This design comes from an exercise in tuning for a short achievable clock period and few clock cycles per item on the open sky130 flow, not from production work.
Power figures rest on the tool's default switching activity, not on a simulated workload.

## tx_core
module tx_core (
	input wire logic clock,
	input wire logic arst_n_i,
	input wire logic reg_wr_en_i,
	input tx_pkg::reg_addr_t reg_addr_i,
	input tx_pkg::word_t reg_wr_data_i,
	output tx_pkg::word_t reg_rd_data_o,
	output logic mem_rd_en_o,
	output tx_pkg::addr_t mem_addr_o,
	input tx_pkg::word_t mem_rd_data_i,
	input wire logic meta_rd_en_i,
	output tx_pkg::len_t meta_data_o,
	output logic meta_empty_o,
	input wire logic data_rd_en_i,
	output tx_pkg::word_t data_o,
	output logic data_empty_o,
	input wire logic csum_rd_en_i,
	output tx_pkg::csum_t csum_o,
	output logic csum_empty_o,
	output logic channel_irq_o
);
==> module tx_csum, before the edit <==
module tx_csum (
	input wire logic clock,
	input wire logic arst_n_i,
	input wire logic word_valid_i,
	input tx_pkg::word_t word_i,
	input wire logic sof_i,
	input wire logic eof_i,
	output logic csum_push_o,
	output tx_pkg::csum_t csum_o
);
	localparam int CW = tx_pkg::CSUM_WIDTH;
	localparam int AW = CW + 1;
	localparam int TW = CW + 2;
	logic [AW-1:0] lo_q;
	logic [AW-1:0] hi_q;
	logic [AW-1:0] lo_base;
	logic [AW-1:0] hi_base;
	logic [TW-1:0] total;
	logic [AW-1:0] fold;
	tx_pkg::csum_t sum;
	assign lo_base = sof_i ? '0 : lo_q;
	assign hi_base = sof_i ? '0 : hi_q;
	always_ff @(posedge clock) begin
		if (word_valid_i) begin
			lo_q <= AW'(lo_base[CW-1:0]) + AW'(word_i[CW-1:0]) + AW'(lo_base[CW]);
			hi_q <= AW'(hi_base[CW-1:0]) + AW'(word_i[tx_pkg::WORD_WIDTH-1:CW]) + AW'(hi_base[CW]);
		end
	end
	always_ff @(posedge clock or negedge arst_n_i) begin
		if (!arst_n_i)
			csum_push_o <= 1'b0;
		else
			csum_push_o <= word_valid_i && eof_i;
	end
	assign total = TW'(lo_q[CW-1:0]) + TW'(hi_q[CW-1:0]) + TW'(lo_q[CW]) + TW'(hi_q[CW]);
	assign fold = AW'(total[CW-1:0]) + AW'(total[TW-1:CW]);
	assign sum = fold[CW] ? CW'(fold[1:0] + 2'd1) : fold[CW-1:0];
	assign csum_o = ~sum;
endmodule
clock: 9.0 ns
lec_check: 0
cap_margin: 20
core_margin: 2
core_utilization: 60
setup_slack_margin: 5
slew_margin: 20
synth_hierarchical: 1
synth_minimum_keep_size: 0
tns_end_percent: 100
standard.sh (not shown) runs the stock make flow with config.mk's settings and CLKGATE_MAP_FILE= SYNTH_SCRIPT=/design/flow/synth_recipe.tcl, a recipe that flattens the netlist after the stock synthesis.
==> flow/flow/run.sh <==
#!/bin/bash
# The standard layout, with the register read port's pins placed as one group
set -uo pipefail
here=$(pwd)
bash standard.sh PRE_IO_PLACEMENT_TCL="$here/flow/pre_io.tcl" > "$here/standard.log" 2>&1
status=$?
tail -5 "$here/standard.log"
exit $status
==> flow/flow/pre_io.tcl <==
# Keep the register read port together: the address pins in the middle
# of the read data pins, so the read mux sits in one small area
set_io_pin_constraint -group -order -pin_names {reg_rd_data_o[0] reg_rd_data_o[1] reg_rd_data_o[2] reg_rd_data_o[3] reg_rd_data_o[4] reg_rd_data_o[5] reg_rd_data_o[6] reg_rd_data_o[7] reg_rd_data_o[8] reg_rd_data_o[9] reg_rd_data_o[10] reg_rd_data_o[11] reg_rd_data_o[12] reg_rd_data_o[13] reg_rd_data_o[14] reg_rd_data_o[15] reg_addr_i[0] reg_addr_i[1] reg_addr_i[2] reg_addr_i[3] reg_rd_data_o[16] reg_rd_data_o[17] reg_rd_data_o[18] reg_rd_data_o[19] reg_rd_data_o[20] reg_rd_data_o[21] reg_rd_data_o[22] reg_rd_data_o[23] reg_rd_data_o[24] reg_rd_data_o[25] reg_rd_data_o[26] reg_rd_data_o[27] reg_rd_data_o[28] reg_rd_data_o[29] reg_rd_data_o[30] reg_rd_data_o[31]}
Then changed:
--- a/flow/design.v
+++ b/flow/design.v
@@ -345,33 +345,42 @@
 	output tx_pkg::csum_t csum_o
 );
 	localparam int CW = tx_pkg::CSUM_WIDTH;
-	localparam int AW = CW + 1;
-	localparam int TW = CW + 2;
-	logic [AW-1:0] lo_q;
-	logic [AW-1:0] hi_q;
-	logic [AW-1:0] lo_base;
-	logic [AW-1:0] hi_base;
-	logic [TW-1:0] total;
-	logic [AW-1:0] fold;
-	tx_pkg::csum_t sum;
-	assign lo_base = sof_i ? '0 : lo_q;
-	assign hi_base = sof_i ? '0 : hi_q;
+	localparam int HW = CW + 1;
+	logic [HW-1:0] half_sum;
+	tx_pkg::csum_t word_sum;
+	tx_pkg::csum_t word_q;
+	logic word_v_q;
+	logic word_sof_q;
+	logic word_eof_q;
+	tx_pkg::csum_t acc_q;
+	tx_pkg::csum_t base;
+	logic [HW-1:0] run_sum;
+	tx_pkg::csum_t acc_d;
+	assign half_sum = HW'(word_i[CW-1:0]) + HW'(word_i[tx_pkg::WORD_WIDTH-1:CW]);
+	assign word_sum = half_sum[CW-1:0] + CW'(half_sum[CW]);
 	always_ff @(posedge clock) begin
-		if (word_valid_i) begin
-			lo_q <= AW'(lo_base[CW-1:0]) + AW'(word_i[CW-1:0]) + AW'(lo_base[CW]);
-			hi_q <= AW'(hi_base[CW-1:0]) + AW'(word_i[tx_pkg::WORD_WIDTH-1:CW]) + AW'(hi_base[CW]);
-		end
+		word_q <= word_sum;
 	end
 	always_ff @(posedge clock or negedge arst_n_i) begin
-		if (!arst_n_i)
-			csum_push_o <= 1'b0;
-		else
-			csum_push_o <= word_valid_i && eof_i;
+		if (!arst_n_i) begin
+			word_v_q <= 1'b0;
+			word_sof_q <= 1'b0;
+			word_eof_q <= 1'b0;
+		end else begin
+			word_v_q <= word_valid_i;
+			word_sof_q <= word_valid_i && sof_i;
+			word_eof_q <= word_valid_i && eof_i;
+		end
+	end
+	assign base = word_sof_q ? '0 : acc_q;
+	assign run_sum = HW'(base) + HW'(word_q);
+	assign acc_d = run_sum[CW-1:0] + CW'(run_sum[CW]);
+	always_ff @(posedge clock) begin
+		if (word_v_q)
+			acc_q <= acc_d;
 	end
-	assign total = TW'(lo_q[CW-1:0]) + TW'(hi_q[CW-1:0]) + TW'(lo_q[CW]) + TW'(hi_q[CW]);
-	assign fold = AW'(total[CW-1:0]) + AW'(total[TW-1:CW]);
-	assign sum = fold[CW] ? CW'(fold[1:0] + 2'd1) : fold[CW-1:0];
-	assign csum_o = ~sum;
+	assign csum_push_o = word_v_q && word_eof_q;
+	assign csum_o = ~acc_d;
 endmodule
 `timescale 1ns/1ns
 module tx_core (
What happened:
- The changed run went through all stages and came out clean
- cell area falls by a few percent
- via count falls by a few percent
- sequential power falls by a few percent
- non-clock buffer count rises by 6
- core utilization rises by 0.10 points
- combinational power falls by about a fifth
- final cell count falls by a few percent
- count of clock-buffer cells in the layout does not change
- wire length falls by a few percent
- fmax rises by roughly a tenth
- total power falls by a little under a tenth
- clock skew falls by 0.0037 ns
Function was not checked in any run of this note: the RTL went through the layout flow alone.

separate check: timing with driven ports:
The results above use ideal ports. As a check the final layouts listed here were re-extracted and re-timed, cells and wires unchanged.
Step 1 (the two cells are an assumption about what drives the block):
set clk [get_ports {clock}]
set_driving_cell -lib_cell sky130_fd_sc_hd__clkbuf_16 $clk
set_driving_cell -lib_cell sky130_fd_sc_hd__buf_2 [delete_from_list [all_inputs] $clk]
Step 2 adds t to the input delays and takes it off the output delays; t is the mean of the earliest and latest rising clock arrival at the registers after step 1. Input paths then give back, and output paths get back, about the clock's delay inside the block.
Slacks: no drivers / after step 1 / after step 2; pairs: no drivers / after step 1.
| run | t (ns) | slack for setup (ns) | worst setup path after step 2 | worst register clock-pin slew, ns |
|---|---|---|---|---|
| the first run | 0.670 | 4.013 / 4.013 / 3.969 | input to register | 0.07 / 0.07 |
| the second run | 0.675 | 4.494 / 4.454 / 4.207 | input to register | 0.07 / 0.07 |
After both steps every run listed still meets setup and hold. The setup slack of the second run, which loses most, moves by -0.040 ns with the drivers and by -0.287 ns with both steps.
